From an optimization exercise on the open Yosys and OpenROAD flow, aimed at small area; shortcuts taken in it are not production practice.
RTL that was checked went through simulation tests only; none was proved equivalent to the original.
The RTL of runs 4 and 5 was laid out without a check of its function.
Power figures rest on the tool's default switching activity, not on a simulated workload.

**flow/config.mk**
```make
export PLATFORM = sky130hd
export DESIGN_NAME = decode_dispatch
export DESIGN_NICKNAME = decode_dispatch
export VERILOG_FILES = /design/flow/design.v
export SDC_FILE = /design/flow/constraint.sdc
export NUM_CORES = 4
export LEC_CHECK = 0
export CAP_MARGIN = 0
export CORE_MARGIN = 2
export CORE_UTILIZATION = 75
export PLACE_DENSITY = 0.85
export SLEW_MARGIN = 0
```
**flow/constraint.sdc**
```tcl
create_clock -name core_clock -period 5.0 [get_ports {clk}]
set_input_delay 1.0000 -clock core_clock [delete_from_list [all_inputs] [get_ports {clk}]]
set_output_delay 1.0000 -clock core_clock [all_outputs]
set_load 0.01 [all_outputs]
```
**flow/design.v**
```verilog
package dispatch_pkg;
  localparam int ROB_IDX_W = 4;
  typedef logic [31:0]          addr_t;
  typedef logic [31:0]          data_t;
  typedef logic [31:0]          instr_t;
  typedef logic [ROB_IDX_W-1:0] rob_idx_t;
  typedef logic [4:0]           reg_idx_t;
  typedef logic [3:0]           rs_op_t;
  typedef logic [1:0]           rob_op_t;
  typedef logic [2:0]           instr_class_t;
  localparam logic [6:0] OPC_R     = 7'b0110011;
  localparam logic [6:0] OPC_I     = 7'b0010011;
  localparam logic [6:0] OPC_B     = 7'b1100011;
  localparam logic [6:0] OPC_LUI   = 7'b0110111;
  localparam logic [6:0] OPC_AUIPC = 7'b0010111;
  localparam logic [6:0] OPC_JAL   = 7'b1101111;
  localparam logic [6:0] OPC_JALR  = 7'b1100111;
  localparam logic [2:0] F3_ADD_SUB = 3'b000;
  localparam logic [2:0] F3_SLL     = 3'b001;
  localparam logic [2:0] F3_SLT     = 3'b010;
  localparam logic [2:0] F3_SLTU    = 3'b011;
  localparam logic [2:0] F3_XOR     = 3'b100;
  localparam logic [2:0] F3_SRL_SRA = 3'b101;
  localparam logic [2:0] F3_OR      = 3'b110;
  localparam logic [2:0] F3_AND     = 3'b111;
  localparam logic [2:0] F3_BEQ  = 3'b000;
  localparam logic [2:0] F3_BNE  = 3'b001;
  localparam logic [2:0] F3_BLT  = 3'b100;
  localparam logic [2:0] F3_BGE  = 3'b101;
  localparam logic [2:0] F3_BLTU = 3'b110;
  localparam logic [2:0] F3_BGEU = 3'b111;
  localparam logic [6:0] F7_BASE = 7'b0000000;
  localparam logic [6:0] F7_ALT  = 7'b0100000;  
  localparam rs_op_t RS_ADD  = 4'd0;
  localparam rs_op_t RS_SUB  = 4'd1;
  localparam rs_op_t RS_SLL  = 4'd2;
  localparam rs_op_t RS_SLT  = 4'd3;
  localparam rs_op_t RS_SLTU = 4'd4;
  localparam rs_op_t RS_XOR  = 4'd5;
  localparam rs_op_t RS_SRL  = 4'd6;
  localparam rs_op_t RS_SRA  = 4'd7;
  localparam rs_op_t RS_OR   = 4'd8;
  localparam rs_op_t RS_AND  = 4'd9;
  localparam rs_op_t RS_BEQ  = 4'd10;
  localparam rs_op_t RS_BNE  = 4'd11;
  localparam rs_op_t RS_BLT  = 4'd12;
  localparam rs_op_t RS_BGE  = 4'd13;
  localparam rs_op_t RS_BLTU = 4'd14;
  localparam rs_op_t RS_BGEU = 4'd15;
  localparam rob_op_t ROB_REG = 2'd0;
  localparam rob_op_t ROB_BR  = 2'd1;
  localparam instr_class_t CLS_NONE   = 3'd0;
  localparam instr_class_t CLS_ALU_R  = 3'd1;
  localparam instr_class_t CLS_ALU_I  = 3'd2;
  localparam instr_class_t CLS_BRANCH = 3'd3;
  localparam instr_class_t CLS_LUI    = 3'd4;
  localparam instr_class_t CLS_AUIPC  = 3'd5;
  localparam instr_class_t CLS_JAL    = 3'd6;
  localparam instr_class_t CLS_JALR   = 3'd7;
endpackage
`timescale 1ns/1ps
module operand_bypass (
  input  logic                   rs1_busy,
  input  dispatch_pkg::rob_idx_t rs1_dep,
  input  dispatch_pkg::data_t    rs1_val,
  input  logic                   rs2_busy,
  input  dispatch_pkg::rob_idx_t rs2_dep,
  input  logic                   cdb_en,
  input  dispatch_pkg::rob_idx_t cdb_rob_idx,
  input  dispatch_pkg::data_t    cdb_val,
  output logic                   op1_pend,
  output dispatch_pkg::data_t    op1_raw,       
  output logic                   op2_pend,
  output logic                   op2_use_reg,   
  output logic                   op2_use_cdb    
);
  logic hit1, hit2;
  assign hit1 = cdb_en && (rs1_dep == cdb_rob_idx);
  assign hit2 = cdb_en && (rs2_dep == cdb_rob_idx);
  assign op1_pend    = rs1_busy && !hit1;
  assign op2_pend    = rs2_busy && !hit2;
  assign op2_use_reg = !rs2_busy;
  assign op2_use_cdb = rs2_busy && hit2;
  assign op1_raw = rs1_busy ? cdb_val : rs1_val;
endmodule
`timescale 1ns/1ps
module instr_decode (
  input  dispatch_pkg::instr_t if_instr,
  input  dispatch_pkg::addr_t  if_pc,
  input  dispatch_pkg::data_t  op1_raw,     
  output logic                 is_alu_r,
  output logic                 is_alu_i,
  output logic                 is_branch,
  output logic                 is_lui,
  output logic                 is_auipc,
  output logic                 is_jal,
  output logic                 is_jalr,
  output dispatch_pkg::rs_op_t rs_op,
  output logic                 imm_sx,      
  output logic                 imm_mid,     
  output dispatch_pkg::addr_t  pc_plus4,
  output dispatch_pkg::addr_t  sum
);
  logic [6:0] opcode;
  logic [2:0] funct3;
  logic       f7_alt;
  logic       shift;
  dispatch_pkg::data_t add_a;
  dispatch_pkg::data_t add_b;
  assign opcode = if_instr[6:0];
  assign funct3 = if_instr[14:12];
  assign f7_alt = (if_instr[31:25] == dispatch_pkg::F7_ALT);
  assign is_alu_r  = (opcode == dispatch_pkg::OPC_R);
  assign is_alu_i  = (opcode == dispatch_pkg::OPC_I);
  assign is_branch = (opcode == dispatch_pkg::OPC_B);
  assign is_lui    = (opcode == dispatch_pkg::OPC_LUI);
  assign is_auipc  = (opcode == dispatch_pkg::OPC_AUIPC);
  assign is_jal    = (opcode == dispatch_pkg::OPC_JAL);
  assign is_jalr   = (opcode == dispatch_pkg::OPC_JALR);
  always_comb begin
    if (is_branch) begin
      case (funct3)
        dispatch_pkg::F3_BNE:  rs_op = dispatch_pkg::RS_BNE;
        dispatch_pkg::F3_BLT:  rs_op = dispatch_pkg::RS_BLT;
        dispatch_pkg::F3_BGE:  rs_op = dispatch_pkg::RS_BGE;
        dispatch_pkg::F3_BLTU: rs_op = dispatch_pkg::RS_BLTU;
        dispatch_pkg::F3_BGEU: rs_op = dispatch_pkg::RS_BGEU;
        default:               rs_op = dispatch_pkg::RS_BEQ;
      endcase
    end else begin
      case (funct3)
        dispatch_pkg::F3_ADD_SUB: rs_op = (is_alu_r && f7_alt) ? dispatch_pkg::RS_SUB : dispatch_pkg::RS_ADD;
        dispatch_pkg::F3_SLL:     rs_op = dispatch_pkg::RS_SLL;
        dispatch_pkg::F3_SLT:     rs_op = dispatch_pkg::RS_SLT;
        dispatch_pkg::F3_SLTU:    rs_op = dispatch_pkg::RS_SLTU;
        dispatch_pkg::F3_XOR:     rs_op = dispatch_pkg::RS_XOR;
        dispatch_pkg::F3_SRL_SRA: rs_op = f7_alt ? dispatch_pkg::RS_SRA : dispatch_pkg::RS_SRL;
        dispatch_pkg::F3_OR:      rs_op = dispatch_pkg::RS_OR;
        default:                  rs_op = dispatch_pkg::RS_AND;
      endcase
    end
  end
  assign shift   = (funct3 == dispatch_pkg::F3_SLL) || (funct3 == dispatch_pkg::F3_SRL_SRA);
  assign imm_mid = !shift;
  assign imm_sx  = !shift && (funct3 != dispatch_pkg::F3_SLTU) && if_instr[31];
  logic [29:0] inc_in;
  logic [29:0] inc_c;
  assign inc_in = if_pc[31:2];
  always_comb begin
    logic cb;
    cb = 1'b1;
    for (int j = 0; j < 30; j += 4) begin
      logic cr, ba;
      cr = cb;
      ba = 1'b1;
      for (int i = j; i < j + 4 && i < 30; i++) begin
        inc_c[i] = cr;
        cr = cr & inc_in[i];
        ba = ba & inc_in[i];
      end
      cb = cb & ba;
    end
  end
  assign pc_plus4 = {inc_in ^ inc_c, if_pc[1:0]};
  logic u_type, j_type, b_type, i_type;
  assign u_type = !opcode[6];                            
  assign j_type = opcode[3];                             
  assign b_type = !opcode[2];                            
  assign i_type = opcode[6] && !opcode[3] && opcode[2];  
  ao22 #(.W(32)) u_add_a (
    .s0(i_type), .d0(op1_raw),
    .s1(!i_type && !(u_type && opcode[5])), .d1(if_pc),
    .y(add_a)
  );
  assign add_b[0]     = i_type && if_instr[20];
  assign add_b[4:1]   = !opcode[6] ? 4'd0 : (b_type ? if_instr[11:8] : if_instr[24:21]);
  assign add_b[10:5]  = {6{opcode[6]}} & if_instr[30:25];
  assign add_b[11]    = u_type ? 1'b0 : b_type ? if_instr[7] : j_type ? if_instr[20] : if_instr[31];
  assign add_b[19:12] = (u_type || j_type) ? if_instr[19:12] : {8{if_instr[31]}};
  assign add_b[30:20] = u_type ? if_instr[30:20] : {11{if_instr[31]}};
  assign add_b[31]    = if_instr[31];
  dispatch_pkg::data_t ap, ag, cg, cp;
  assign ap = add_a ^ add_b;
  assign ag = add_a & add_b;
  always_comb begin
    cg = ag;
    cp = ap;
    for (int d = 1; d < 32; d = d * 2) begin
      for (int i = 2 * d - 1; i < 32; i += 2 * d) begin
        cg[i] = cg[i] | (cp[i] & cg[i-d]);
        cp[i] = cp[i] & cp[i-d];
      end
    end
    for (int d = 8; d >= 1; d = d / 2) begin
      for (int i = 3 * d - 1; i < 32; i += 2 * d) begin
        cg[i] = cg[i] | (cp[i] & cg[i-d]);
        cp[i] = cp[i] & cp[i-d];
      end
    end
  end
  assign sum = ap ^ {cg[30:0], 1'b0};
endmodule
`timescale 1ns/1ps
module ao22_1 (
  input  logic s0, d0, s1, d1,
  output logic y
);
  assign y = (s0 && d0) || (s1 && d1);
endmodule
module ao222_1 (
  input  logic s0, d0, s1, d1, s2, d2,
  output logic y
);
  assign y = (s0 && d0) || (s1 && d1) || (s2 && d2);
endmodule
module ao2222_1 (
  input  logic s0, d0, s1, d1, s2, d2, s3, d3,
  output logic y
);
  assign y = (s0 && d0) || (s1 && d1) || (s2 && d2) || (s3 && d3);
endmodule
module ao2212_1 (
  input  logic s0, d0, s1, d1, t2, s3, d3,
  output logic y
);
  assign y = (s0 && d0) || (s1 && d1) || t2 || (s3 && d3);
endmodule
module ao22 #(parameter int W = 32) (
  input  logic         s0,
  input  logic [W-1:0] d0,
  input  logic         s1,
  input  logic [W-1:0] d1,
  output logic [W-1:0] y
);
  for (genvar i = 0; i < W; i++) begin : g
    ao22_1 u (.s0(s0), .d0(d0[i]), .s1(s1), .d1(d1[i]), .y(y[i]));
  end
endmodule
module ao222 #(parameter int W = 32) (
  input  logic         s0,
  input  logic [W-1:0] d0,
  input  logic         s1,
  input  logic [W-1:0] d1,
  input  logic         s2,
  input  logic [W-1:0] d2,
  output logic [W-1:0] y
);
  for (genvar i = 0; i < W; i++) begin : g
    ao222_1 u (.s0(s0), .d0(d0[i]), .s1(s1), .d1(d1[i]), .s2(s2), .d2(d2[i]), .y(y[i]));
  end
endmodule
module dispatch_regs (
  input  logic                   clk,
  input  logic                   rst,
  input  logic                   roll_back,
  input  logic                   if_in_en,
  input  logic                   jump,
  input  dispatch_pkg::addr_t    if_pc,
  input  dispatch_pkg::instr_t   if_instr,
  input  logic                   is_alu_r,
  input  logic                   is_alu_i,
  input  logic                   is_branch,
  input  logic                   is_lui,
  input  logic                   is_auipc,
  input  logic                   is_jal,
  input  logic                   is_jalr,
  input  dispatch_pkg::rs_op_t   rs_op,
  input  logic                   imm_sx,
  input  logic                   imm_mid,
  input  dispatch_pkg::addr_t    pc_plus4,
  input  dispatch_pkg::addr_t    sum,
  input  logic                   op1_pend,
  input  logic                   op2_pend,
  input  dispatch_pkg::data_t    op1_raw,
  input  logic                   op2_use_reg,
  input  logic                   op2_use_cdb,
  input  dispatch_pkg::data_t    rs2_val,
  input  dispatch_pkg::data_t    cdb_val,
  input  dispatch_pkg::rob_idx_t rs1_dep,
  input  dispatch_pkg::rob_idx_t rs2_dep,
  input  dispatch_pkg::rob_idx_t rob_idx_nxt,
  output logic                   stall_reset,
  output dispatch_pkg::addr_t    new_pc,
  output dispatch_pkg::rob_idx_t stall_rob_idx,
  output logic                   rf_en,
  output logic                   rs_en,
  output dispatch_pkg::rs_op_t   rs_op_out,
  output dispatch_pkg::data_t    rs_vj,
  output logic                   rs_qj_en,
  output dispatch_pkg::rob_idx_t rs_qj,
  output dispatch_pkg::data_t    rs_vk,
  output logic                   rs_qk_en,
  output dispatch_pkg::rob_idx_t rs_qk,
  output dispatch_pkg::rob_idx_t rs_rob_idx,
  output logic                   rob_en,
  output dispatch_pkg::rob_idx_t rob_idx,
  output logic                   rob_ready,
  output logic                   rob_op_br,
  output dispatch_pkg::reg_idx_t rob_dest,
  output dispatch_pkg::data_t    rob_val,
  output logic                   rob_jump,
  output dispatch_pkg::addr_t    rob_pc,
  output dispatch_pkg::addr_t    rob_alt_pc
);
  logic run;           
  logic disp;          
  logic is_rs;
  logic has_result;
  logic rd_nz;
  logic redirect;
  dispatch_pkg::reg_idx_t rd;
  logic ld_any, kp_any;      
  logic ld_rs, kp_rs;        
  logic ld_vk_reg, ld_vk_cdb, ld_vk_lo, ld_vk_mid, ld_vk_hi;
  logic ld_npc_p4, ld_npc_sum, kp_npc;
  logic ld_stall, kp_stall;
  logic ld_val_p4, ld_val_sum, kp_val;
  logic ld_alt_p4, ld_alt_sum, kp_alt;
  assign rd         = if_instr[11:7];
  assign run        = !(rst || roll_back);
  assign is_rs      = is_alu_r || is_alu_i || is_branch;
  assign has_result = is_lui || is_auipc || is_jal || is_jalr;
  assign disp       = if_in_en && (is_rs || has_result);
  assign rd_nz      = (rd != 5'd0);
  assign redirect   = is_branch || is_jal || (is_jalr && !op1_pend);
  assign ld_any     = run && disp;
  assign kp_any     = run && !disp;
  assign ld_rs      = ld_any && is_rs;
  assign kp_rs      = run && !(disp && is_rs);
  assign ld_vk_reg  = ld_rs && !is_alu_i && op2_use_reg;
  assign ld_vk_cdb  = ld_rs && !is_alu_i && op2_use_cdb;
  assign ld_vk_lo   = ld_rs && is_alu_i;
  assign ld_vk_mid  = ld_rs && is_alu_i && imm_mid;
  assign ld_vk_hi   = ld_rs && is_alu_i && imm_sx;
  assign ld_npc_p4  = ld_any && is_branch && !jump;
  assign ld_npc_sum = ld_any && redirect && !(is_branch && !jump);
  assign kp_npc     = run && !(disp && redirect);
  assign ld_stall   = ld_any && is_jalr && op1_pend;
  assign kp_stall   = run && !(disp && is_jalr && op1_pend);
  assign ld_val_p4  = ld_any && (is_branch || is_jal || is_jalr);
  assign ld_val_sum = ld_any && (is_lui || is_auipc);
  assign kp_val     = run && !(disp && !is_alu_r && !is_alu_i);
  assign ld_alt_p4  = ld_any && is_branch && jump;
  assign ld_alt_sum = ld_any && is_branch && !jump;
  assign kp_alt     = run && !(disp && is_branch);
  dispatch_pkg::addr_t    new_pc_d, rob_pc_d, rob_val_d, rob_alt_pc_d;
  dispatch_pkg::data_t    rs_vj_d, rs_vk_d;
  dispatch_pkg::rob_idx_t stall_rob_idx_d, rs_qj_d, rs_qk_d, rs_rob_idx_d;
  dispatch_pkg::rs_op_t   rs_op_d;
  dispatch_pkg::reg_idx_t rob_dest_d;
  logic                   rob_ready_d, rob_op_br_d, rob_jump_d, rs_qj_en_d, rs_qk_en_d;
  ao222 #(.W(32)) u_new_pc (
    .s0(ld_npc_p4), .d0(pc_plus4), .s1(ld_npc_sum), .d1({sum[31:1], sum[0] && !is_jalr}),
    .s2(kp_npc), .d2(new_pc), .y(new_pc_d));
  ao222 #(.W(32)) u_rob_val (
    .s0(ld_val_p4), .d0(pc_plus4), .s1(ld_val_sum), .d1(sum), .s2(kp_val), .d2(rob_val),
    .y(rob_val_d));
  ao222 #(.W(32)) u_rob_alt_pc (
    .s0(ld_alt_p4), .d0(pc_plus4), .s1(ld_alt_sum), .d1(sum), .s2(kp_alt), .d2(rob_alt_pc),
    .y(rob_alt_pc_d));
  ao22 #(.W(32)) u_rob_pc (
    .s0(ld_any), .d0(if_pc), .s1(kp_any), .d1(rob_pc), .y(rob_pc_d));
  ao22 #(.W(5)) u_rob_dest (
    .s0(ld_any), .d0(rd), .s1(kp_any), .d1(rob_dest), .y(rob_dest_d));
  ao22 #(.W(3)) u_rob_flags (
    .s0(ld_any), .d0({has_result, is_branch, is_branch && jump}),
    .s1(kp_any), .d1({rob_ready, rob_op_br, rob_jump}),
    .y({rob_ready_d, rob_op_br_d, rob_jump_d}));
  ao22 #(.W(4)) u_stall_rob_idx (
    .s0(ld_stall), .d0(rs1_dep), .s1(kp_stall), .d1(stall_rob_idx), .y(stall_rob_idx_d));
  ao22 #(.W(32)) u_rs_vj (
    .s0(ld_rs && !op1_pend), .d0(op1_raw), .s1(kp_rs), .d1(rs_vj), .y(rs_vj_d));
  ao22 #(.W(17)) u_rs_small (
    .s0(ld_rs), .d0({rs_op, rs1_dep, rs2_dep, rob_idx_nxt, op1_pend}),
    .s1(kp_rs), .d1({rs_op_out, rs_qj, rs_qk, rs_rob_idx, rs_qj_en}),
    .y({rs_op_d, rs_qj_d, rs_qk_d, rs_rob_idx_d, rs_qj_en_d}));
  ao22_1 u_rs_qk_en (
    .s0(ld_rs && !is_alu_i), .d0(op2_pend), .s1(kp_rs), .d1(rs_qk_en), .y(rs_qk_en_d));
  for (genvar i = 0; i < 32; i++) begin : g_vk
    if (i >= 12) begin : g_hi
      ao2212_1 u (.s0(ld_vk_reg), .d0(rs2_val[i]), .s1(ld_vk_cdb), .d1(cdb_val[i]),
                  .t2(ld_vk_hi), .s3(kp_rs), .d3(rs_vk[i]), .y(rs_vk_d[i]));
    end else begin : g_lo
      ao2222_1 u (.s0(ld_vk_reg), .d0(rs2_val[i]), .s1(ld_vk_cdb), .d1(cdb_val[i]),
                  .s2(i >= 5 ? ld_vk_mid : ld_vk_lo), .d2(if_instr[20+i]),
                  .s3(kp_rs), .d3(rs_vk[i]), .y(rs_vk_d[i]));
    end
  end
  always_ff @(posedge clk) begin
    rob_idx <= rob_idx_nxt;
  end
  always_ff @(posedge clk) begin
    stall_reset   <= ld_any && redirect;
    rf_en         <= ld_any && !is_branch && rd_nz;
    rs_en         <= ld_rs;
    rob_en        <= ld_any && (!has_result || rd_nz);
    new_pc        <= new_pc_d;
    stall_rob_idx <= stall_rob_idx_d;
    rob_ready     <= rob_ready_d;
    rob_op_br     <= rob_op_br_d;
    rob_jump      <= rob_jump_d;
    rob_dest      <= rob_dest_d;
    rob_pc        <= rob_pc_d;
    rob_val       <= rob_val_d;
    rob_alt_pc    <= rob_alt_pc_d;
    rs_op_out     <= rs_op_d;
    rs_vj         <= rs_vj_d;
    rs_qj_en      <= rs_qj_en_d;
    rs_qj         <= rs_qj_d;
    rs_vk         <= rs_vk_d;
    rs_qk_en      <= rs_qk_en_d;
    rs_qk         <= rs_qk_d;
    rs_rob_idx    <= rs_rob_idx_d;
  end
endmodule
`timescale 1ns/1ps
module decode_dispatch (
  input  logic                   clk,
  input  logic                   rst,
  input  logic                   roll_back,
  input  logic                   if_in_en,
  input  dispatch_pkg::addr_t    if_pc,
  input  dispatch_pkg::instr_t   if_instr,
  input  logic                   jump,
  input  logic                   rs1_busy,
  input  dispatch_pkg::rob_idx_t rs1_dep,
  input  dispatch_pkg::data_t    rs1_val,
  input  logic                   rs2_busy,
  input  dispatch_pkg::rob_idx_t rs2_dep,
  input  dispatch_pkg::data_t    rs2_val,
  input  logic                   cdb_en,
  input  dispatch_pkg::rob_idx_t cdb_rob_idx,
  input  dispatch_pkg::data_t    cdb_val,
  input  dispatch_pkg::rob_idx_t rob_idx_nxt,
  output logic                   stall_reset,
  output dispatch_pkg::addr_t    new_pc,
  output dispatch_pkg::rob_idx_t stall_rob_idx,
  output logic                   rf_en,
  output dispatch_pkg::reg_idx_t rf_dest,
  output dispatch_pkg::rob_idx_t rf_rob_idx,
  output logic                   rs_en,
  output dispatch_pkg::rs_op_t   rs_op_out,
  output dispatch_pkg::data_t    rs_vj,
  output logic                   rs_qj_en,
  output dispatch_pkg::rob_idx_t rs_qj,
  output dispatch_pkg::data_t    rs_vk,
  output logic                   rs_qk_en,
  output dispatch_pkg::rob_idx_t rs_qk,
  output dispatch_pkg::rob_idx_t rs_rob_idx,
  output logic                   rob_en,
  output dispatch_pkg::rob_idx_t rob_idx,
  output logic                   rob_ready,
  output dispatch_pkg::rob_op_t  rob_op,
  output dispatch_pkg::reg_idx_t rob_dest,
  output dispatch_pkg::data_t    rob_val,
  output logic                   rob_jump,
  output dispatch_pkg::addr_t    rob_pc,
  output dispatch_pkg::addr_t    rob_alt_pc
);
  logic                 op1_pend;
  logic                 op2_pend;
  dispatch_pkg::data_t  op1_raw;
  logic                 op2_use_reg, op2_use_cdb;
  logic                 imm_sx, imm_mid;
  logic                 is_alu_r, is_alu_i, is_branch, is_lui, is_auipc, is_jal, is_jalr;
  dispatch_pkg::rs_op_t rs_op;
    dispatch_pkg::addr_t  pc_plus4;
  dispatch_pkg::addr_t  sum;
  logic                 rob_op_br;
  operand_bypass u_operand_bypass (
    .rs1_busy(rs1_busy), .rs1_dep(rs1_dep), .rs1_val(rs1_val),
    .rs2_busy(rs2_busy), .rs2_dep(rs2_dep),
    .cdb_en(cdb_en), .cdb_rob_idx(cdb_rob_idx), .cdb_val(cdb_val),
    .op1_pend(op1_pend), .op1_raw(op1_raw),
    .op2_pend(op2_pend), .op2_use_reg(op2_use_reg), .op2_use_cdb(op2_use_cdb)
  );
  instr_decode u_instr_decode (
    .if_instr(if_instr), .if_pc(if_pc), .op1_raw(op1_raw),
    .is_alu_r(is_alu_r), .is_alu_i(is_alu_i), .is_branch(is_branch), .is_lui(is_lui),
    .is_auipc(is_auipc), .is_jal(is_jal), .is_jalr(is_jalr),
    .rs_op(rs_op), .imm_sx(imm_sx), .imm_mid(imm_mid), .pc_plus4(pc_plus4), .sum(sum)
  );
  dispatch_regs u_dispatch_regs (
    .clk(clk), .rst(rst), .roll_back(roll_back), .if_in_en(if_in_en), .jump(jump),
    .if_pc(if_pc), .if_instr(if_instr),
    .is_alu_r(is_alu_r), .is_alu_i(is_alu_i), .is_branch(is_branch), .is_lui(is_lui),
    .is_auipc(is_auipc), .is_jal(is_jal), .is_jalr(is_jalr),
    .rs_op(rs_op), .imm_sx(imm_sx), .imm_mid(imm_mid), .pc_plus4(pc_plus4), .sum(sum),
    .op1_pend(op1_pend), .op2_pend(op2_pend), .op1_raw(op1_raw),
    .op2_use_reg(op2_use_reg), .op2_use_cdb(op2_use_cdb), .rs2_val(rs2_val), .cdb_val(cdb_val),
    .rs1_dep(rs1_dep), .rs2_dep(rs2_dep), .rob_idx_nxt(rob_idx_nxt),
    .stall_reset(stall_reset), .new_pc(new_pc), .stall_rob_idx(stall_rob_idx),
    .rf_en(rf_en), .rs_en(rs_en), .rs_op_out(rs_op_out), .rs_vj(rs_vj), .rs_qj_en(rs_qj_en),
    .rs_qj(rs_qj), .rs_vk(rs_vk), .rs_qk_en(rs_qk_en), .rs_qk(rs_qk),
    .rs_rob_idx(rs_rob_idx), .rob_en(rob_en), .rob_idx(rob_idx),
    .rob_ready(rob_ready), .rob_op_br(rob_op_br), .rob_dest(rob_dest), .rob_val(rob_val),
    .rob_jump(rob_jump), .rob_pc(rob_pc), .rob_alt_pc(rob_alt_pc)
  );
  assign rob_op     = {1'b0, rob_op_br};
  assign rf_dest    = rob_dest;
  assign rf_rob_idx = rob_idx;
endmodule
```
**flow/flow/run.sh**
```bash
#!/bin/bash
# Standard ORFS layout with two changes: the port buffers use the smallest
# buffer cell, and the clock tree uses few, large sink clusters and no dummy loads.
export BUFFER_PORTS_ARGS="-buffer_cell sky130_fd_sc_hd__buf_1"
export CTS_ARGS="-sink_clustering_enable -repair_clock_nets -dont_use_dummy_load -sink_clustering_size 16 -sink_clustering_max_diameter 60 -buf_list {sky130_fd_sc_hd__clkbuf_4 sky130_fd_sc_hd__clkbuf_8}"
bash standard.sh > standard.log 2>&1
```
**flow/standard.sh**
```bash
#!/bin/bash
# synth_recipe.tcl (not shown) runs the flow's synth.tcl, then flattens the netlist and writes it again
# the make line also repeats each setting of config.mk as NAME=value (left out here)
make -C /OpenROAD-flow-scripts/flow DESIGN_CONFIG=/design/flow/config.mk WORK_HOME=/design/flow/orfs CLKGATE_MAP_FILE= SYNTH_SCRIPT=/design/flow/synth_recipe.tcl "${@:-finish}"
```
==> results of run 1 <==
-- cells in the mapped netlist (3+ instances only) --
cell        n
nand3_1    28
buf_4     228
a22oi_1    70
nor4_1      3
o211ai_1    9
nor2_1     44
inv_1      30
dfxtp_1   230
o21ai_0    90
nand2b_1    7
nand4_1     8
o21ai_1    11
or3_1       3
a21oi_1    26
nor3_1     15
and3_1      3
nor2_2      3
xor2_1     15
nand2_1   234
a21o_1      4
nor3b_1    17
nor3_2      3
a221o_1    40
o22ai_1     3
and2_1      5
nor2b_1     3
a222oi_1   12
a31oi_1     3
buf_2      32
xnor2_1    16
ha_1       51
fa_1       16
clkbuf_1   46
a22o_1     57
mux2i_1    35
-- metrics by stage --
step                      std cells  worst slack (ns)
after global routing           1822            0.3104
after global placement         1804            0.1637
final                          1822            0.5829
after detailed placement       1804            0.1114
after floorplan                1437            0.1792
after CTS                      1822            0.6437
-- power groups by stage --
stage | sequential [W] | clock, W | combinational (W)
floorplan | 0.00188 | 0 | 0.000349
global placement | 0.00188 | 0 | 0.000580
detailed placement | 0.00188 | 0 | 0.000590
CTS | 0.00184 | 0.000905 | 0.000594
global route | 0.00184 | 0.000967 | 0.000661
finish | 0.00184 | 0.000913 | 0.000617
-- worst register-to-register path, stage by stage (launching register included) --
cell and delay [ns]:
dfxtp_1 0.33, a222oi_1 0.30, nand2_1 0.10
-- state kept, by name, indices dropped and copies added, names as in the netlist, 4 cells and up --
name                           count
u_dispatch_regs.rs_vj             32
u_dispatch_regs.rs_op_out          4
u_dispatch_regs.rs_qk              4
u_dispatch_regs.rs_vk             32
u_dispatch_regs.rob_dest           5
u_dispatch_regs.rob_val           32
u_dispatch_regs.new_pc            32
u_dispatch_regs.stall_rob_idx      4
u_dispatch_regs.rob_idx            4
u_dispatch_regs.rob_alt_pc        32
u_dispatch_regs.rs_qj              4
u_dispatch_regs.rob_pc            32
u_dispatch_regs.rs_rob_idx         4
-- per-layer routing --
layer / track usage (%) / vias up / share of wire [%]
met5: 0 / - / 0
met4: 22.99 / 0 / 5.7
met3: 9.855 / 163 / 12
met2: 67.50 / 922 / 44
met1: 59.93 / 5377 / 38
li1: - / 5148 / -
-- final timing paths --
check / from / to / slack, ns / cells after the start
worst max-delay path: if_instr[3] / u_dispatch_regs.new_pc[22] / 0.58 / 17
worst min-delay path: u_dispatch_regs.rob_val[7] / u_dispatch_regs.rob_val[7] / 0.44 / 2
worst max register to register: u_dispatch_regs.rs_vk[9] / u_dispatch_regs.rs_vk[9] / 4.15 / 2
worst min register to register: u_dispatch_regs.rob_val[7] / u_dispatch_regs.rob_val[7] / 0.44 / 2
-- area by class of cell --
type	count	area, um^2	share of cell area [%]
Tap cell	220	275.3	2.126
Clock buffer	18	247.7	1.913
Timing Repair Buffer	454	1826	14.10
Sequential cell	230	4604	35.56
Inverter	32	120.1	0.9276
Multi-Input combinational cell	868	5876	45.38
-- cell families after synthesis --
logic type,Yosys count
AOI/OAI and AO/OA,345
xor gates and xnor gates,31
adders and majority gates,67
buffers and inverters,339
DFF,230
muxes,37
other,1
and+or+nand+nor,387
==> reports/results.ini, run 1 <==
[synth]
synth_top_family_by_area = compound AO/OA/AOI/OAI gates
synth-compound-area-share_pct = 19.78
synth_top_cell_by_area = dfxtp_1
synth_area_um2 = 12590
synth_top_flop_cell = dfxtp_1
syn_inst = 1437
synthMuxAreaShare_pct = 2.960
synthTopCellsByArea = dfxtp_1 37%, buf_4 14%, nand2_1 7.0%
synthArstFlopShare_pct = 0
avgSynthCellArea_um2 = 8.764
syn_nets = 1688
ys_ff_latch = 230
synth-xor-area-share_pct = 2.156
yosys_warnings = 2
yosys.area_share.adder_pct = 7.610
ys_seq_area_share_pct = 36.56
yosys.cell_types.count = 64
synthSimpleGateAreaFrac_pct = 13.69
synth_top_area_share_pct = 36.56
synth_edf_count = 0

[die]
fp.dieH_um = 133.6
start_util_pct = 76.22
die_x_um = 133.6
coreArea_um2 = 16520
dieArea_um2 = 17850
io_pins = 424
row_count = 47

[hold_path]
min_path_type = register to register

[placed_design]
placed_cell_area_um2 = 12700
gp_congestion = 0.9726
dpl.hpwl_um = 31640
portBuffers = 422

[detailed_routing]
drtAntennaViolNets = 0
dr.pass1.iters = 8
routed_wl_um = 41270
num_vias = 11610
post-route-drc-count = 0
dr.first_iter.drc_count = 1464
vias_per_cell = 6.372
wl_per_cell_um = 22.65

[clock_tree]
clockRootBuffer = clkbuf_8
clock_latency_ns = 0.51
cts_setup_buffers = 0
cts_buffers = 18
cts-resized-gates = 0
cts_max_level = 1
cts_tree = done
clock_path_buffers = 3
clock-sinks = 230
cts_hold_repair.buffers = 0
clk_pin_slew_ns = 0.10

[worst_setup_path]
critPathLaunchType = input port
cp_common_cell = a21oi_1
critPathKind = input port to register
crit_fanout = 16
critical_path.top_delay_family = compound AO/OA/AOI/OAI gates
crit_required_ns = 5.43
arrival_ns = 4.85
cp_cell_sequence = buf_1 -> inv_1 -> nand3_1 -> a21boi_2 -> buf_4 -> a21oi_1 -> fa_1 -> nand2b_1 -> a21oi_1 -> o21ai_0 -> a22oi_1 -> buf_4 -> a21oi_1 -> o21ai_0 -> fa_1 -> nor3b_1 -> a221o_1
worstSetupEndpointType = register
cpPeakStageDelay_ns = 0.49
slowest_stage = fa_1
crit_buf_inv = 4

[global_routing]
grt_antenna_before_repair = 0
grt_max_degree = 83
grt_overflow = 0
grt_pass1_wl_um = 62150
grt.total_usage_pct = 44.54
first_global_vias = 10820

[layout]
fill_cells = 1261
final_common_cell = buf_1
drive_above_1_share_pct = 4.557
layout.cells.most_common_list = 421 x buf_1, 234 x nand2_1, 230 x dfxtp_1
fin_area_um2 = 12950
n_antenna_cell = 0
nNetsFinal = 1855
syn2layout_area_growth_pct = 2.812
final_core_util_pct = 78.36

[timing]
tightest_slew_ns = 1.156
fin_crit_ns = 4.417
timing.final.max_slew_violations = 0
finalCritPeriodShare_pct = 88.34
rsz0062_at_grt = false
maxSlewHeadroom_pct = 22.94
setup_viol_count_final = 0
hold_slack_ns = 0.4385
hold_viol = 0
fmaxAchievable_mhz = 226.4
clock_skew_ns = 0
fin_tns_setup_ns = 0

[power_and_ir_drop]
switching_share_pct = 29.53
ir_drop_v = 0.0002490
power_frac_clock_pct = 27.1
p_int_w = 0.002375
p_sw_w = 0.0009955
p_total_w = 0.003371
pwr-share-comb_pct = 18.3
leakage_nw = 5.299
p_seq_share_pct = 54.6
power_density_nw_per_um2 = 260.3

[run_status]
status = complete, no violations

[flow_run]
drv_cap = 0

==> inputs of run 2 (changes only) <==
==> flow/config.mk (replaced) <==
export PLATFORM = sky130hd
export DESIGN_NAME = decode_dispatch
export DESIGN_NICKNAME = decode_dispatch
export VERILOG_FILES = /design/flow/design.v
export SDC_FILE = /design/flow/constraint.sdc
export NUM_CORES = 4
export LEC_CHECK = 0
export CAP_MARGIN = 20
export CORE_MARGIN = 2
export CORE_UTILIZATION = 65
export PLACE_DENSITY = 0.75
export SLEW_MARGIN = 20
==> run 2 against run 1 <==
  * Still clean
  * Cell area is 0.86% higher
  * Global-route usage shrank 5.2 points
  * Worst hold slack better by 0.0028 ns
  * Via count decreased by 1.9%
  * Clock power increased by 3.4%
  * Sequential cell count did not move
  * Fmax is 1.4% lower
  * Largest cell class unchanged
  * Largest power group unchanged
  * Highest routed layer unchanged
==> reports/results.ini, run 2 <==
[synth]
ys_seq_area_share_pct = 36.56
yosysMostFrequentCell = nand2_1
synth_top_flop_cell = dfxtp_1
synth_top_cell_by_area = dfxtp_1
synth_area_um2 = 12590
synthTopCellsByArea = dfxtp_1 37%, buf_4 14%, nand2_1 7.0%
avgSynthCellArea_um2 = 8.764
synthArstFlopShare_pct = 0
synth_top_area_share_pct = 36.56
ys_ff_latch = 230
syn_inst = 1437
yosys.cell_types.count = 64
syn_nets = 1688
synthTopCellsByCount = 234 x nand2_1, 230 x dfxtp_1, 228 x buf_4
synth_edf_count = 0
yosys_warnings = 2

[clock_tree]
cts-resized-gates = 0
clock_path_buffers = 3
cts_hold_repair.buffers = 0
cts_setup_buffers = 0
clock-sinks = 230
clk_pin_slew_ns = 0.10
clockRootBuffer = clkbuf_8
clock_latency_ns = 0.53
cts_buffers = 19
cts_tree = done
cts_max_level = 1

[die]
fp.dieH_um = 143.2
coreArea_um2 = 18830
die_x_um = 143.2
io_pins = 424
row_count = 50
dieArea_um2 = 20510
start_util_pct = 66.88

[placed_design]
gp_congestion = 1.001
dp_cells = 1840
dpl.hpwl_um = 32460
portBuffers = 422

[detailed_routing]
wl_per_cell_um = 22.63
post-route-drc-count = 0
dr.first_iter.drc_count = 1251
drtAntennaViolNets = 0
vias_per_cell = 6.117
routed_wl_um = 42130
dr.pass1.iters = 8
num_vias = 11390

[power_and_ir_drop]
ir_drop_v = 0.0002241
leakage_nw = 5.321
p_total_w = 0.003412
power_density_nw_per_um2 = 261.3

[run_status]
status = complete, no violations

[worst_setup_path]
critPathLaunchType = input port
crit_fanout = 19
crit_required_ns = 5.44
r2r-end = u_dispatch_regs.rs_vk[9]
worstSetupEndpointType = register
reg2reg_slack_ns = 4.19
critPathKind = input port to register
arrival_ns = 4.92
timing.rr.start = u_dispatch_regs.rs_vk[9]
rr_worst_depth = 2

[layout]
final_common_cell = buf_1
layout.cells.most_common_list = 421 x buf_1, 234 x nand2_1, 230 x dfxtp_1
instances_no_fill = 1862
syn2layout_area_growth_pct = 3.695
nNetsFinal = 1854
final_core_util_pct = 69.36
drive_above_1_share_pct = 4.560

[global_routing]
grt_pass1_wl_um = 61130
first_global_vias = 10450
grt_max_degree = 43
grt.total_usage_pct = 39.30
grt_antenna_before_repair = 2
grt_overflow = 0

[hold_path]
hp-start = u_dispatch_regs.rob_val[23]
min_path_type = register to register
min_delay_worst_endpoint = u_dispatch_regs.rob_val[23]
whs_path_depth = 2

[timing]
clock_skew_ns = 0
timing.final.max_slew_violations = 0
maxSlewHeadroom_pct = 24.00
rsz0062_at_grt = false
hold_slack_ns = 0.4413
finalCritPeriodShare_pct = 89.60
hold_viol = 0
setup_viol_count_final = 0
fin_tns_setup_ns = 0
fmaxAchievable_mhz = 223.2
tightest_slew_ns = 1.140
fin_crit_ns = 4.480

[flow_run]
drv_cap = 0

==> run 2: cell counts after synthesis <==
Identical to the previous run, type by type.
==> run 2: how the worst max path moves through the flow <==
stage / from / to / slack (ns) / cells after the start
2_1_floorplan: if_instr[6] / u_dispatch_regs.rob_alt_pc[31] / 0.18 / 19
4_1_cts: if_instr[3] / u_dispatch_regs.new_pc[22] / 0.59 / 16
3_3_place_gp: if_instr[3] / u_dispatch_regs.new_pc[22] / 0.12 / 16
6_report: if_instr[3] / u_dispatch_regs.new_pc[22] / 0.52 / 16
5_1_grt: if_instr[3] / u_dispatch_regs.new_pc[22] / 0.23 / 16
3_5_place_dp: if_instr[3] / u_dispatch_regs.new_pc[22] / 0.03 / 16
==> run 2: worst max-delay path, cell delays in order <==
cell and delay, ns:
buf_1 0.10, inv_1 0.07, nand3_1 0.12, a21boi_2 0.28
buf_4 0.29, a21oi_1 0.13, fa_1 0.45, nand2b_1 0.17
a21oi_1 0.20, o21ai_0 0.16, a22oi_1 0.43, a21oi_1 0.21
o21ai_0 0.33, fa_1 0.53, nor3b_1 0.17, a221o_1 0.27
==> run 2: power breakdown <==
group | internal [W] | total (W) | switching (W)
sequential | 0.00184 | 0.00184 | 0.00000374
combinational | 0.000218 | 0.000628 | 0.000409
clock | 0.000343 | 0.000944 | 0.000601
==> run 2: routing by layer <==
layer	global-route usage, %	up-vias	wire length, um
met5	0	-	0
met4	16.26	0	1787
met3	7.076	110	4784
met2	61.57	788	18940
met1	53.53	5337	16620
li1	-	5155	-
==> run 2: area by class of cell <==
cell class	instances	area, um^2
Multi-Input combinational cell	868	5883
Fill cell	1643	5771
Sequential cell	230	4604
Timing Repair Buffer	452	1863
Tap cell	260	325.3
Clock buffer	19	261.5
Inverter	32	120.1
Antenna cell	1	2.502
==> run 2: cells by family (layout without fill, tap and decap cells) <==
logic type / Yosys count / after routing / share of synthesized area [%]
muxes: 37 / 37 / 2.960
DFF: 230 / 230 / 36.56
xor gates and xnor gates: 31 / 31 / 2.156
and+or+nand+nor: 387 / 387 / 13.69
buffers and inverters: 339 / 503 / 17.22
other: 1 / 2 / 0.02977
AOI/OAI and AO/OA: 345 / 345 / 19.78
adders and majority gates: 67 / 67 / 7.610
==> run 2: stage by stage <==
stage	cell area, um^2	worst slack [ns]
after floorplan	12590	0.1792
after global placement	12730	0.1250
after detailed placement	12730	0.02923
after CTS	13000	0.5903
after global routing	13060	0.2316
final	13060	0.5201
==> inputs of run 3 (changes only) <==
==> flow/flow/run.sh (replaced) <==
#!/bin/bash
# Standard ORFS layout with two changes: the port buffers use the smallest
# buffer cell, and the clock tree uses few, large sink clusters and no dummy loads.
export BUFFER_PORTS_ARGS="-buffer_cell sky130_fd_sc_hd__buf_1"
export CTS_ARGS="-sink_clustering_enable -repair_clock_nets -dont_use_dummy_load -sink_clustering_size 10 -sink_clustering_max_diameter 40 -buf_list {sky130_fd_sc_hd__clkbuf_4}"
bash standard.sh > standard.log 2>&1
--- a/flow/config.mk
+++ b/flow/config.mk
@@ -5,8 +5,8 @@
 export SDC_FILE = /design/flow/constraint.sdc
 export NUM_CORES = 4
 export LEC_CHECK = 0
-export CAP_MARGIN = 20
+export CAP_MARGIN = 0
 export CORE_MARGIN = 2
 export CORE_UTILIZATION = 65
 export PLACE_DENSITY = 0.75
-export SLEW_MARGIN = 20
+export SLEW_MARGIN = 0
==> run 3 against run 2 <==
  * Sequential power is essentially flat
  * Worst hold slack gained 0.00063 ns
  * Fmax grew 1.2%
  * Final cell count grew 0.75%
  * Non-clock buffer count shrank 2
  * Highest routed layer unchanged
==> reports/results.ini, run 3 <==
[timing]
maxSlewHeadroom_pct = 18.59
tightest_slew_ns = 1.221
hold_viol = 0
fin_tns_setup_ns = 0
fmaxAchievable_mhz = 225.8
setup_viol_count_final = 0
clock_skew_ns = 0
timing.final.max_slew_violations = 0
finalCritPeriodShare_pct = 88.57
rsz0062_at_grt = false
fin_crit_ns = 4.429

[clock_tree]
clock_path_buffers = 3
cts_tree = done
clk_pin_slew_ns = 0.10
clock-sinks = 230
cts_max_level = 2
cts_setup_buffers = 0
clockRootBuffer = clkbuf_4
cts-resized-gates = 0
cts_hold_repair.buffers = 0
cts_buffers = 34
clock_latency_ns = 0.65

[worst_setup_path]
critPathLaunchType = input port
crit_required_ns = 5.54
reg2reg_slack_ns = 4.19
startpoint = if_instr[3]
rr_worst_depth = 2
cpPeakStageDelay_ns = 0.53
cp_common_cell = a21oi_1
worstSetupEndpointType = register
timing.rr.start = u_dispatch_regs.rs_vk[8]
slowest_stage = fa_1
critPathKind = input port to register
crit_fanout = 19
arrival_ns = 4.97
r2r-end = u_dispatch_regs.rs_vk[8]
cp_cell_sequence = buf_1 -> inv_1 -> nand3_1 -> a21boi_2 -> buf_4 -> a21oi_1 -> fa_1 -> nand2b_1 -> a21oi_1 -> o21ai_0 -> a22oi_1 -> a21oi_1 -> o21ai_0 -> fa_1 -> nor3b_1 -> a221o_1

[synth]
synth_top_flop_cell = dfxtp_1
ys_ff_latch = 230
synth_edf_count = 0
yosys.cell_types.count = 64
synth_top_cell_by_area = dfxtp_1
synth_top_area_share_pct = 36.56
yosysMostFrequentCell = nand2_1
ys_seq_area_share_pct = 36.56
synthArstFlopShare_pct = 0
avgSynthCellArea_um2 = 8.764
syn_inst = 1437
synth_area_um2 = 12590
yosys_warnings = 2
synthTopCellsByCount = 234 x nand2_1, 230 x dfxtp_1, 228 x buf_4
synthTopCellsByArea = dfxtp_1 37%, buf_4 14%, nand2_1 7.0%
syn_nets = 1688

[die]
io_pins = 424
coreArea_um2 = 18830
row_count = 50
die_x_um = 143.2
fp.dieH_um = 143.2
start_util_pct = 66.88
dieArea_um2 = 20510

[layout]
final_core_util_pct = 69.00
seqCellArea_um2 = 4604
drive_above_1_share_pct = 5.266
nNetsFinal = 1867
layout.cells.most_common_list = 421 x buf_1, 234 x nand2_1, 230 x dfxtp_1
multi_input_comb_area_um2 = 5876
fill_cells = 1675
syn2layout_area_growth_pct = 3.169
final_common_cell = buf_1

[hold_path]
min_delay_worst_endpoint = u_dispatch_regs.rob_val[23]
min_path_type = register to register
hp-start = u_dispatch_regs.rob_val[23]
whs_path_depth = 2

[global_routing]
grt.total_usage_pct = 39.60
first_global_vias = 10530
grt_antenna_before_repair = 3
grt_max_degree = 43
grt_pass1_wl_um = 61670
grt_overflow = 0

[detailed_routing]
dr.first_iter.drc_count = 1236
vias_per_cell = 6.127
wl_per_cell_um = 22.52
drtAntennaViolNets = 0
dr.pass1.iters = 5
num_vias = 11490
post-route-drc-count = 0
routed_wl_um = 42250

[placed_design]
dpl.hpwl_um = 32460
portBuffers = 422
gp_congestion = 1.001

[power_and_ir_drop]
leakage_nw = 5.310
p_int_w = 0.002365
power_density_nw_per_um2 = 261.7
ir_drop_v = 0.0001896
pwr-share-comb_pct = 18.3
p_seq_share_pct = 54.1
p_sw_w = 0.001034
power_frac_clock_pct = 27.5
switching_share_pct = 30.43

[flow_run]
drv_cap = 0

[run_status]
status = complete, no violations

## run 3: how the worst max path moves through the flow
stage | slack, ns | depth (start not counted) | end
2_1_floorplan | 0.18 | 19 | u_dispatch_regs.rob_alt_pc[31]
3_3_place_gp | 0.12 | 16 | u_dispatch_regs.new_pc[22]
3_5_place_dp | 0.03 | 16 | u_dispatch_regs.new_pc[22]
4_1_cts | 0.72 | 16 | u_dispatch_regs.new_pc[22]
5_1_grt | 0.36 | 16 | u_dispatch_regs.new_pc[22]
6_report | 0.57 | 16 | u_dispatch_regs.new_pc[22]
## run 3: logic make-up (layout without fill, tap and decap cells)
group / Yosys count / count (layout) / share of synthesized area, %
adders and majority gates: 67 / 67 / 7.610
buffers and inverters: 339 / 516 / 17.22
xor gates and xnor gates: 31 / 31 / 2.156
AOI/OAI and AO/OA: 345 / 345 / 19.78
other: 1 / 3 / 0.02977
muxes: 37 / 37 / 2.960
and+or+nand+nor: 387 / 387 / 13.69
DFF: 230 / 230 / 36.56
## run 3: routing by layer
| metal | GRT usage, % | wire length, um |
|---|---|---|
| met1 | 53.29 | 17190 |
| met4 | 15.11 | 1462 |
| met2 | 62.48 | 19220 |
| met5 | 0 | 0 |
| met3 | 8.417 | 4377 |
## run 3: final cells by class
type | count | share of cell area [%]
Antenna cell | 2 | 0.03852
Tap cell | 260 | 2.504
Timing Repair Buffer | 450 | 13.91
Clock buffer | 34 | 1.964
Inverter | 32 | 0.9244
Sequential cell | 230 | 35.44
Multi-Input combinational cell | 868 | 45.22
## run 3: power by group through the flow
stage / registers, W / clock network [W] / logic [W]
2_1_floorplan: 0.00188 / 0 / 0.000349
3_3_place_gp: 0.00188 / 0 / 0.000593
3_5_place_dp: 0.00188 / 0 / 0.000600
4_1_cts: 0.00184 / 0.000935 / 0.000602
5_1_grt: 0.00184 / 0.00100 / 0.000667
6_report: 0.00184 / 0.000935 / 0.000624
## run 3: per-stage QoR
| step | setup WS [ns] | cells | hold slack, ns | total power [W] | cell area [um^2] |
|---|---|---|---|---|---|
| 3_3_place_gp | 0.1250 | 1840 | 0.4238 | 0.002476 | 12730 |
| 6_report | 0.5714 | 1876 | 0.4420 | 0.003400 | 12990 |
| 3_5_place_dp | 0.02923 | 1840 | 0.4308 | 0.002483 | 12730 |
| 2_1_floorplan | 0.1792 | 1437 | 0.4168 | 0.002232 | 12590 |
| 5_1_grt | 0.3636 | 1876 | 0.4560 | 0.003510 | 12990 |
| 4_1_cts | 0.7172 | 1874 | 0.4410 | 0.003378 | 12990 |
## run 3: worst max-delay path: cells and delay by family
kind / cells / cell delay, ns
buffers and inverters: 3 / 0.46
adder cells (fa/ha/maj): 2 / 0.98
AND/OR/NAND/NOR: 3 / 0.47
AO/OA/AOI/OAI: 8 / 2.05
==> inputs of run 4 (changes only) <==
--- a/flow/design.v
+++ b/flow/design.v
@@ -81,7 +81,11 @@
   assign op2_pend    = rs2_busy && !hit2;
   assign op2_use_reg = !rs2_busy;
   assign op2_use_cdb = rs2_busy && hit2;
-  assign op1_raw = rs1_busy ? cdb_val : rs1_val;
+  ao22 #(.W(32)) u_op1_raw (
+    .s0(!rs1_busy), .d0(rs1_val),
+    .s1(rs1_busy), .d1(cdb_val),
+    .y(op1_raw)
+  );
 endmodule
 `timescale 1ns/1ps
 module instr_decode (
@@ -143,25 +147,8 @@
   assign shift   = (funct3 == dispatch_pkg::F3_SLL) || (funct3 == dispatch_pkg::F3_SRL_SRA);
   assign imm_mid = !shift;
   assign imm_sx  = !shift && (funct3 != dispatch_pkg::F3_SLTU) && if_instr[31];
-  logic [29:0] inc_in;
-  logic [29:0] inc_c;
-  assign inc_in = if_pc[31:2];
-  always_comb begin
-    logic cb;
-    cb = 1'b1;
-    for (int j = 0; j < 30; j += 4) begin
-      logic cr, ba;
-      cr = cb;
-      ba = 1'b1;
-      for (int i = j; i < j + 4 && i < 30; i++) begin
-        inc_c[i] = cr;
-        cr = cr & inc_in[i];
-        ba = ba & inc_in[i];
-      end
-      cb = cb & ba;
-    end
-  end
-  assign pc_plus4 = {inc_in ^ inc_c, if_pc[1:0]};
+  inc30 u_inc (.a(if_pc[31:2]), .y(pc_plus4[31:2]));
+  assign pc_plus4[1:0] = if_pc[1:0];
   logic u_type, j_type, b_type, i_type;
   assign u_type = !opcode[6];                            
   assign j_type = opcode[3];                             
@@ -172,16 +159,34 @@
     .s1(!i_type && !(u_type && opcode[5])), .d1(if_pc),
     .y(add_a)
   );
+  logic b_uj, b_i;
+  assign b_uj = u_type || j_type;
   assign add_b[0]     = i_type && if_instr[20];
-  assign add_b[4:1]   = !opcode[6] ? 4'd0 : (b_type ? if_instr[11:8] : if_instr[24:21]);
+  ao22 #(.W(4)) u_b4 (
+    .s0(opcode[6] && b_type), .d0(if_instr[11:8]),
+    .s1(opcode[6] && !b_type), .d1(if_instr[24:21]),
+    .y(add_b[4:1]));
   assign add_b[10:5]  = {6{opcode[6]}} & if_instr[30:25];
   assign add_b[11]    = u_type ? 1'b0 : b_type ? if_instr[7] : j_type ? if_instr[20] : if_instr[31];
-  assign add_b[19:12] = (u_type || j_type) ? if_instr[19:12] : {8{if_instr[31]}};
-  assign add_b[30:20] = u_type ? if_instr[30:20] : {11{if_instr[31]}};
+  ao22 #(.W(8)) u_b12 (
+    .s0(b_uj), .d0(if_instr[19:12]),
+    .s1(!b_uj), .d1({8{if_instr[31]}}),
+    .y(add_b[19:12]));
+  ao22 #(.W(11)) u_b20 (
+    .s0(u_type), .d0(if_instr[30:20]),
+    .s1(!u_type), .d1({11{if_instr[31]}}),
+    .y(add_b[30:20]));
   assign add_b[31]    = if_instr[31];
-  dispatch_pkg::data_t ap, ag, cg, cp;
-  assign ap = add_a ^ add_b;
-  assign ag = add_a & add_b;
+  add32 u_add (.a(add_a), .b(add_b), .s(sum));
+endmodule
+module add32 (
+  input  logic [31:0] a,
+  input  logic [31:0] b,
+  output logic [31:0] s
+);
+  logic [31:0] ap, ag, cg, cp;
+  assign ap = a ^ b;
+  assign ag = a & b;
   always_comb begin
     cg = ag;
     cp = ap;
@@ -198,7 +203,29 @@
       end
     end
   end
-  assign sum = ap ^ {cg[30:0], 1'b0};
+  assign s = ap ^ {cg[30:0], 1'b0};
+endmodule
+module inc30 (
+  input  logic [29:0] a,
+  output logic [29:0] y
+);
+  logic [29:0] c;
+  always_comb begin
+    logic cb;
+    cb = 1'b1;
+    for (int j = 0; j < 30; j += 4) begin
+      logic cr, ba;
+      cr = cb;
+      ba = 1'b1;
+      for (int i = j; i < j + 4 && i < 30; i++) begin
+        c[i] = cr;
+        cr = cr & a[i];
+        ba = ba & a[i];
+      end
+      cb = cb & ba;
+    end
+  end
+  assign y = a ^ c;
 endmodule
 `timescale 1ns/1ps
 module ao22_1 (
@@ -225,6 +252,22 @@
 );
   assign y = (s0 && d0) || (s1 && d1) || t2 || (s3 && d3);
 endmodule
+module mux2_1 (
+  input  logic s, d0, d1,
+  output logic y
+);
+  assign y = s ? d1 : d0;
+endmodule
+module mux2 #(parameter int W = 32) (
+  input  logic         s,
+  input  logic [W-1:0] d0,
+  input  logic [W-1:0] d1,
+  output logic [W-1:0] y
+);
+  for (genvar i = 0; i < W; i++) begin : g
+    mux2_1 u (.s(s), .d0(d0[i]), .d1(d1[i]), .y(y[i]));
+  end
+endmodule
 module ao22 #(parameter int W = 32) (
   input  logic         s0,
   input  logic [W-1:0] d0,
==> flow/flow/run.sh (replaced) <==
#!/bin/bash
# Standard ORFS layout with two changes: the port buffers use the smallest
# buffer cell, and the clock tree uses few, large sink clusters and no dummy loads.
export BUFFER_PORTS_ARGS="-buffer_cell sky130_fd_sc_hd__buf_1"
export CTS_ARGS="-sink_clustering_enable -repair_clock_nets -dont_use_dummy_load -sink_clustering_size 16 -sink_clustering_max_diameter 60 -buf_list {sky130_fd_sc_hd__clkbuf_4 sky130_fd_sc_hd__clkbuf_8}"
bash standard.sh > standard.log 2>&1
--- a/flow/config.mk
+++ b/flow/config.mk
@@ -10,3 +10,5 @@
 export CORE_UTILIZATION = 65
 export PLACE_DENSITY = 0.75
 export SLEW_MARGIN = 0
+export SYNTH_HIERARCHICAL = 1
+export SYNTH_MINIMUM_KEEP_SIZE = 0
==> run 4 against run 3 <==
  * Still clean on timing, DRC and antenna
  * Sequential power about the same
  * Fmax increased by 6.0%
  * Register-to-register slack got worse by 0.08 ns
  * Count of clock-buffer cells in the layout down 16
  * Cell area about the same
  * Utilization increased by 12 points
  * Combinational power hardly changed
  * Total power decreased by 0.81%
  * Worst hold slack gained 0.032 ns
  * First-iteration DRC count rose by 55%
  * Via count down 0.32%
  * Largest cell class unchanged
  * Highest routed layer unchanged
==> reports/results.ini, run 4 <==
[run_status]
status = complete, no violations

[die]
io_pins = 424
start_util_pct = 66.97
coreArea_um2 = 16000
row_count = 46
die_x_um = 132.4
dieArea_um2 = 17530
fp.dieH_um = 132.4

[layout]
final_core_util_pct = 81.15
n_antenna_cell = 0
nNetsFinal = 1733
drive_above_1_share_pct = 4.932
final_common_cell = buf_1
syn2layout_area_growth_pct = 21.18
layout.cells.most_common_list = 421 x buf_1, 230 x dfxtp_1, 181 x a22o_1

[global_routing]
grt_antenna_before_repair = 0
grt_max_degree = 65
first_global_vias = 11140
grt.total_usage_pct = 44.52
grt_pass1_wl_um = 61610
grt_overflow = 0

[synth]
synthSimpleGateAreaFrac_pct = 6.959
yosys.area_share.adder_pct = 8.944
synth_top_cell_by_area = dfxtp_1
synth-xor-area-share_pct = 2.534
syn_inst = 1038
synth_top_area_share_pct = 42.97
yosys_warnings = 10
avgSynthCellArea_um2 = 10.32
synthMuxAreaShare_pct = 0.09341
synth_top_family_by_area = compound AO/OA/AOI/OAI gates
synth-compound-area-share_pct = 32.26
ys_seq_area_share_pct = 42.97
synthTopCellsByArea = dfxtp_1 43%, a22o_1 15%, a222oi_1 9.0%
yosysMostFrequentCell = dfxtp_1
ys_ff_latch = 230
synthTopCellsByCount = 230 x dfxtp_1, 181 x a22o_1, 140 x inv_1
synth_area_um2 = 10720
yosys.cell_types.count = 59
synthArstFlopShare_pct = 0
synth_top_flop_cell = dfxtp_1
syn_nets = 1289
synth_edf_count = 0

[detailed_routing]
dr.first_iter.drc_count = 1914
drtAntennaViolNets = 0
post-route-drc-count = 0
routed_wl_um = 41070
vias_per_cell = 6.755
dr.pass1.iters = 13
num_vias = 11460
wl_per_cell_um = 24.22

[clock_tree]
cts_buffers = 18
clk_pin_slew_ns = 0.09
clock-sinks = 230
cts-resized-gates = 0
clockRootBuffer = clkbuf_8
clock_path_buffers = 3
cts_setup_buffers = 0
cts_max_level = 1
cts_hold_repair.buffers = 0
cts_tree = done
clock_latency_ns = 0.54

[power_and_ir_drop]
p_seq_share_pct = 54.6
pwr-share-comb_pct = 18.5
p_sw_w = 0.0009879
power_frac_clock_pct = 26.9
leakage_nw = 5.887
p_int_w = 0.002384
ir_drop_v = 0.0002174
switching_share_pct = 29.30
power_density_nw_per_um2 = 259.7

[flow_run]
drv_cap = 0

[placed_design]
preCtsSetupSlack_ns = 0.3437
dpl.hpwl_um = 30850
gp_congestion = 0.9580
portBuffers = 422

[timing]
setup_viol_count_final = 0
fin_tns_setup_ns = 0
clock_skew_ns = 0
hold_slack_ns = 0.4737
tightest_slew_ns = 1.234
finalCritPeriodShare_pct = 83.56
fin_crit_ns = 4.178
rsz0062_at_grt = false
fmaxAchievable_mhz = 239.3
hold_viol = 0
timing.final.max_slew_violations = 0
setup_ws_ns = 0.8218
maxSlewHeadroom_pct = 17.43

[worst_setup_path]
critPathLaunchType = input port
critPathKind = input port to register
arrival_ns = 4.57
crit_fanout = 16
worstSetupEndpointType = register
crit_required_ns = 5.39

[hold_path]
min_path_type = register to register

[run 4: path summary, 6_finish.rpt]
check	slack (ns)	end	start	cells past startpoint
worst max-delay path	0.82	u_dispatch_regs.rob_alt_pc[25]	if_instr[2]	15
worst min-delay path	0.47	u_dispatch_regs.rs_qj[1]	u_dispatch_regs.rs_qj[1]	1
worst max register to register	4.11	u_dispatch_regs.rob_val[31]	u_dispatch_regs.rob_val[31]	2
worst min register to register	0.47	u_dispatch_regs.rs_qj[1]	u_dispatch_regs.rs_qj[1]	1
[run 4: per-layer routing]
layer / part of all wire [%] / track usage, % / wire (um) / vias up
met5: 0 / 0 / 0 / -
met4: 5.3 / 23.42 / 2190 / 0
met3: 13 / 12.11 / 5243 / 167
met2: 47 / 73.49 / 19180 / 972
met1: 35 / 53.12 / 14460 / 5380
li1: - / - / - / 4938
[run 4: cell type report]
class / count / area [um^2]
tap: 216 / 270.3
sequential: 230 / 4604
clock buffer: 18 / 247.7
fill: 1084 / 3015
timing repair buffer: 444 / 1788
multi-input combinational: 648 / 5549
inverter: 140 / 525.5
[run 4: Yosys stat by module, one instance, submodules excluded, a selection]
module	area (um^2)	copies in the design	flip-flops and latches
decode_dispatch	86.33	1	0
ao222_1	13.76	96	0
instr_decode	341.6	1	0
operand_bypass	113.9	1	0
inc30	440.4	1	0
dispatch_regs	4891	1	230
ao22_1	8.758	181	0
[run 4: power by group through the flow]
| stage | logic (W) | registers (W) | clock network, W |
|---|---|---|---|
| detailed placement | 0.000600 | 0.00188 | 0 |
| finish | 0.000624 | 0.00184 | 0.000907 |
| global route | 0.000668 | 0.00184 | 0.000962 |
| floorplan | 0.000352 | 0.00189 | 0 |
| CTS | 0.000603 | 0.00184 | 0.000897 |
| global placement | 0.000585 | 0.00188 | 0 |
[run 4: kinds of logic after synthesis]
family,after synthesis
compound gates,410
flops,230
buf+inv,160
simple gates,138
fa+ha+maj,67
xor+xnor,31
other cells,1
mux,1
[run 4: metrics by stage]
step	power [W]	std cells	instance area, um^2
detailed placement	0.002483	1678	12740
global route	0.003472	1696	12990
global placement	0.002468	1678	12740
floorplan	0.002238	1038	10720
CTS	0.003340	1696	12990
finish	0.003372	1696	12990
[run 4: worst max-delay path, cell delays in order]
cell	delay [ns]
buf_1	0.26
and3_2	0.30
a21oi_4	0.05
buf_4	0.21
a22o_1	0.23
fa_1	0.46
a211oi_1	0.44
o211ai_4	0.14
a21oi_1	0.17
o211a_1	0.27
o21ai_0	0.12
fa_1	0.39
xor2_1	0.20
a222oi_1	0.25
inv_1	0.07
==> inputs of run 5 (changes only) <==
--- a/flow/config.mk
+++ b/flow/config.mk
@@ -10,5 +10,3 @@
 export CORE_UTILIZATION = 65
 export PLACE_DENSITY = 0.75
 export SLEW_MARGIN = 0
-export SYNTH_HIERARCHICAL = 1
-export SYNTH_MINIMUM_KEEP_SIZE = 0
==> run 5 against run 4 <==
  * Sequential power about the same
  * Largest cell class unchanged
  * Register-to-register slack hardly changed
  * Largest power group unchanged
  * Final cell count increased by 11%
  * Non-clock buffer count is 33 higher
  * Clock power grew 9.4%
  * Routed wire length rose by 0.32%
  * Highest routed layer unchanged
  * Cell area up 1.8%
  * Critical path depth increased by 3
  * Sequential cell count is the same
  * Sequential share of layout area is 0.63 points lower
  * Worst hold slack got worse by 0.016 ns
  * Still clean
  * Fmax decreased by 7.2%
==> reports/results.ini, run 5 <==
[synth]
synth_top_cell_by_area = dfxtp_1
synthArstFlopShare_pct = 0
ys_seq_area_share_pct = 36.64
ys_ff_latch = 230
synthTopCellsByCount = 230 x dfxtp_1, 228 x buf_4, 212 x nand2_1
synth_area_um2 = 12570
synth_edf_count = 0
syn_inst = 1442
synthTopCellsByArea = dfxtp_1 37%, buf_4 14%, nand2_1 6.3%
synth_top_area_share_pct = 36.64
yosys.cell_types.count = 57
yosysMostFrequentCell = dfxtp_1
avgSynthCellArea_um2 = 8.714
syn_nets = 1693
synth_top_flop_cell = dfxtp_1
yosys_warnings = 4

[global_routing]
grt_overflow = 0
grt.total_usage_pct = 38.21
grt_pass1_wl_um = 60180
grt_max_degree = 54
first_global_vias = 10420
grt_antenna_before_repair = 0

[power_and_ir_drop]
power_density_nw_per_um2 = 263.6
leakage_nw = 5.571
ir_drop_v = 0.0002542

[hold_path]
whs_path_depth = 2
min_delay_worst_endpoint = u_dispatch_regs.rs_vj[1]
hp-start = u_dispatch_regs.rs_vj[1]
min_path_type = register to register

[clock_tree]
cts_hold_repair.buffers = 0
clock_path_buffers = 3
clockRootBuffer = clkbuf_8
cts_max_level = 1
clk_pin_slew_ns = 0.07
cts_tree = done
cts-resized-gates = 0
cts_buffers = 21
clock-sinks = 230
clock_latency_ns = 0.52
cts_setup_buffers = 0

[timing]
clock_skew_ns = 0
fmaxAchievable_mhz = 222.1
setup_viol_count_final = 0
maxSlewHeadroom_pct = 31.06
timing.final.max_slew_violations = 0
tightest_slew_ns = 1.032
fin_crit_ns = 4.502
finalCritPeriodShare_pct = 90.03
rsz0062_at_grt = false
fin_tns_setup_ns = 0
hold_viol = 0

[layout]
fin_area_um2 = 13220
fill_cells = 1604
final_common_cell = buf_1
layout.cells.most_common_list = 421 x buf_1, 230 x dfxtp_1, 212 x nand2_1
multi_input_comb_area_um2 = 5773
drive_above_1_share_pct = 6.012
seqCellArea_um2 = 4604
final_core_util_pct = 70.21
nNetsFinal = 1883
syn2layout_area_growth_pct = 5.208
n_antenna_cell = 0
instances_no_fill = 1890

[worst_setup_path]
rr_worst_depth = 2
timing.rr.start = u_dispatch_regs.rob_val[22]
reg2reg_slack_ns = 4.12
crit_required_ns = 5.42
r2r-end = u_dispatch_regs.rob_val[22]
critPathLaunchType = input port
arrival_ns = 4.92
critPathKind = input port to register
crit_fanout = 21
worstSetupEndpointType = register

[die]
fp.dieH_um = 143.0
row_count = 50
start_util_pct = 66.73
io_pins = 424
dieArea_um2 = 20460
die_x_um = 143.0
coreArea_um2 = 18830

[placed_design]
portBuffers = 422
dp_cells = 1869
dpl.hpwl_um = 31820
gp_congestion = 0.9671
placed_cell_area_um2 = 12930

[detailed_routing]
drtAntennaViolNets = 0
dr.first_iter.drc_count = 1107
routed_wl_um = 41200
dr.pass1.iters = 6
vias_per_cell = 6.128
post-route-drc-count = 0
num_vias = 11580
wl_per_cell_um = 21.80

[flow_run]
drv_cap = 0

[run_status]
status = complete, no violations

-- run 5: cell count changes in the layout (fill, tap and decap cells not counted), sizes merged, moves of 44 or more --
cell	previous run	this run
inv	140	58
nand2	47	212
nor2	22	107
a22o	181	42
o21ai	11	87
a22oi	45	1
a221o	0	54
a222oi	96	30
-- run 5: cell families after synthesis --
kind of cell    after synthesis  share of synthesized area (%)
fa+ha+maj                    67                          7.627
simple gates                380                          12.55
flops                       230                          36.64
xor+xnor                     32                          2.230
compound gates              327                          19.80
other cells                   1                        0.02984
buf+inv                     368                          18.14
mux                          37                          2.977
-- run 5: how the worst max path moves through the flow --
stage	slack, ns	end	from	depth (start not counted)
2_1_floorplan	0.01	u_dispatch_regs.new_pc[31]	rs1_busy	19
3_3_place_gp	0.12	u_dispatch_regs.new_pc[31]	if_instr[3]	20
3_5_place_dp	0.08	u_dispatch_regs.new_pc[31]	if_instr[3]	20
4_1_cts	0.61	u_dispatch_regs.new_pc[31]	if_instr[3]	20
5_1_grt	0.21	u_dispatch_regs.new_pc[31]	if_instr[3]	22
6_report	0.50	u_dispatch_regs.new_pc[31]	rs1_busy	18
-- run 5: power by group --
group,internal [W],switching (W),total (W)
logic,0.000232,0.000422,0.000654
clock network,0.000376,0.000616,0.000992
registers,0.00184,0.00000291,0.00184
total,0.00244,0.00104,0.00348
-- run 5: metrics by stage --
stage          hold WS, ns  total power (W)  setup slack, ns
5_1_grt             0.4785         0.003592           0.2132
4_1_cts             0.4574         0.003456           0.6145
3_5_place_dp        0.4419         0.002511          0.08305
6_report            0.4581         0.003485           0.4983
3_3_place_gp        0.4323         0.002501           0.1199
2_1_floorplan       0.4263         0.002230          0.01383
-- run 5: layout make-up --
cell class | instances | area share, %
Multi-Input combinational cell | 844 | 43.67
Timing Repair Buffer | 477 | 15.21
Tap cell | 260 | 2.461
Clock buffer | 21 | 2.186
Inverter | 58 | 1.647
Sequential cell | 230 | 34.83
-- run 5: layer usage --
| layer | part of all wire, % | GRT usage [%] |
|---|---|---|
| met4 | 4.0 | 13.44 |
| met1 | 39 | 52.12 |
| met5 | 0 | 0 |
| met2 | 45 | 60.51 |
| met3 | 11 | 7.512 |
-- run 5: worst max-delay path: stages --
cell and delay, ns:
clkbuf_2 0.13, buf_12 0.19, mux2i_1 0.40, o21ai_0 0.23, ha_1 0.36, o21ai_0 0.11, a211oi_1 0.28, o21ai_1 0.18
a211oi_2 0.23, a2111oi_0 0.14, buf_4 0.16, o31ai_1 0.24, a31oi_1 0.15, fa_1 0.39, xnor2_1 0.14, xnor2_1 0.26
nor2_1 0.07, a211o_1 0.23

==> afterwards: timing with drivers on the ports <==
How much do the figures lean on ideal ports? The routed layouts below were timed once more, with nothing changed but the port constraints. Step 1 (the two cells are an assumption about what drives the block):
set clk [get_ports {clk}]
set_driving_cell -lib_cell sky130_fd_sc_hd__clkbuf_16 $clk
set_driving_cell -lib_cell sky130_fd_sc_hd__buf_2 [delete_from_list [all_inputs] $clk]
Step 2 moves the port delays by t, midway between the first and last clock arrival at a register: inputs arrive t later, outputs are due t later. That takes back most of the time a late clock gives input paths. Slacks: ideal ports / drivers / drivers and shift; pairs: ideal ports / drivers.
run	t, ns	setup WS [ns]	slew at the worst register clock pin (ns)
run 1	0.560	0.583 / 0.596 / 0.036	0.11 / 0.11
run 2	0.567	0.520 / 0.544 / -0.023	0.10 / 0.10
run 3	0.653	0.571 / 0.593 / -0.060	0.11 / 0.11
run 4	0.561	0.822 / 0.804 / 0.243	0.11 / 0.11
run 5	0.566	0.498 / 0.522 / -0.044	0.11 / 0.11
Met with ideal ports but missed after step 2: setup timing in run 2, run 3 and run 5. For run 3, which loses most, drivers alone change the setup slack by +0.022 ns; drivers and shift together by -0.631 ns.
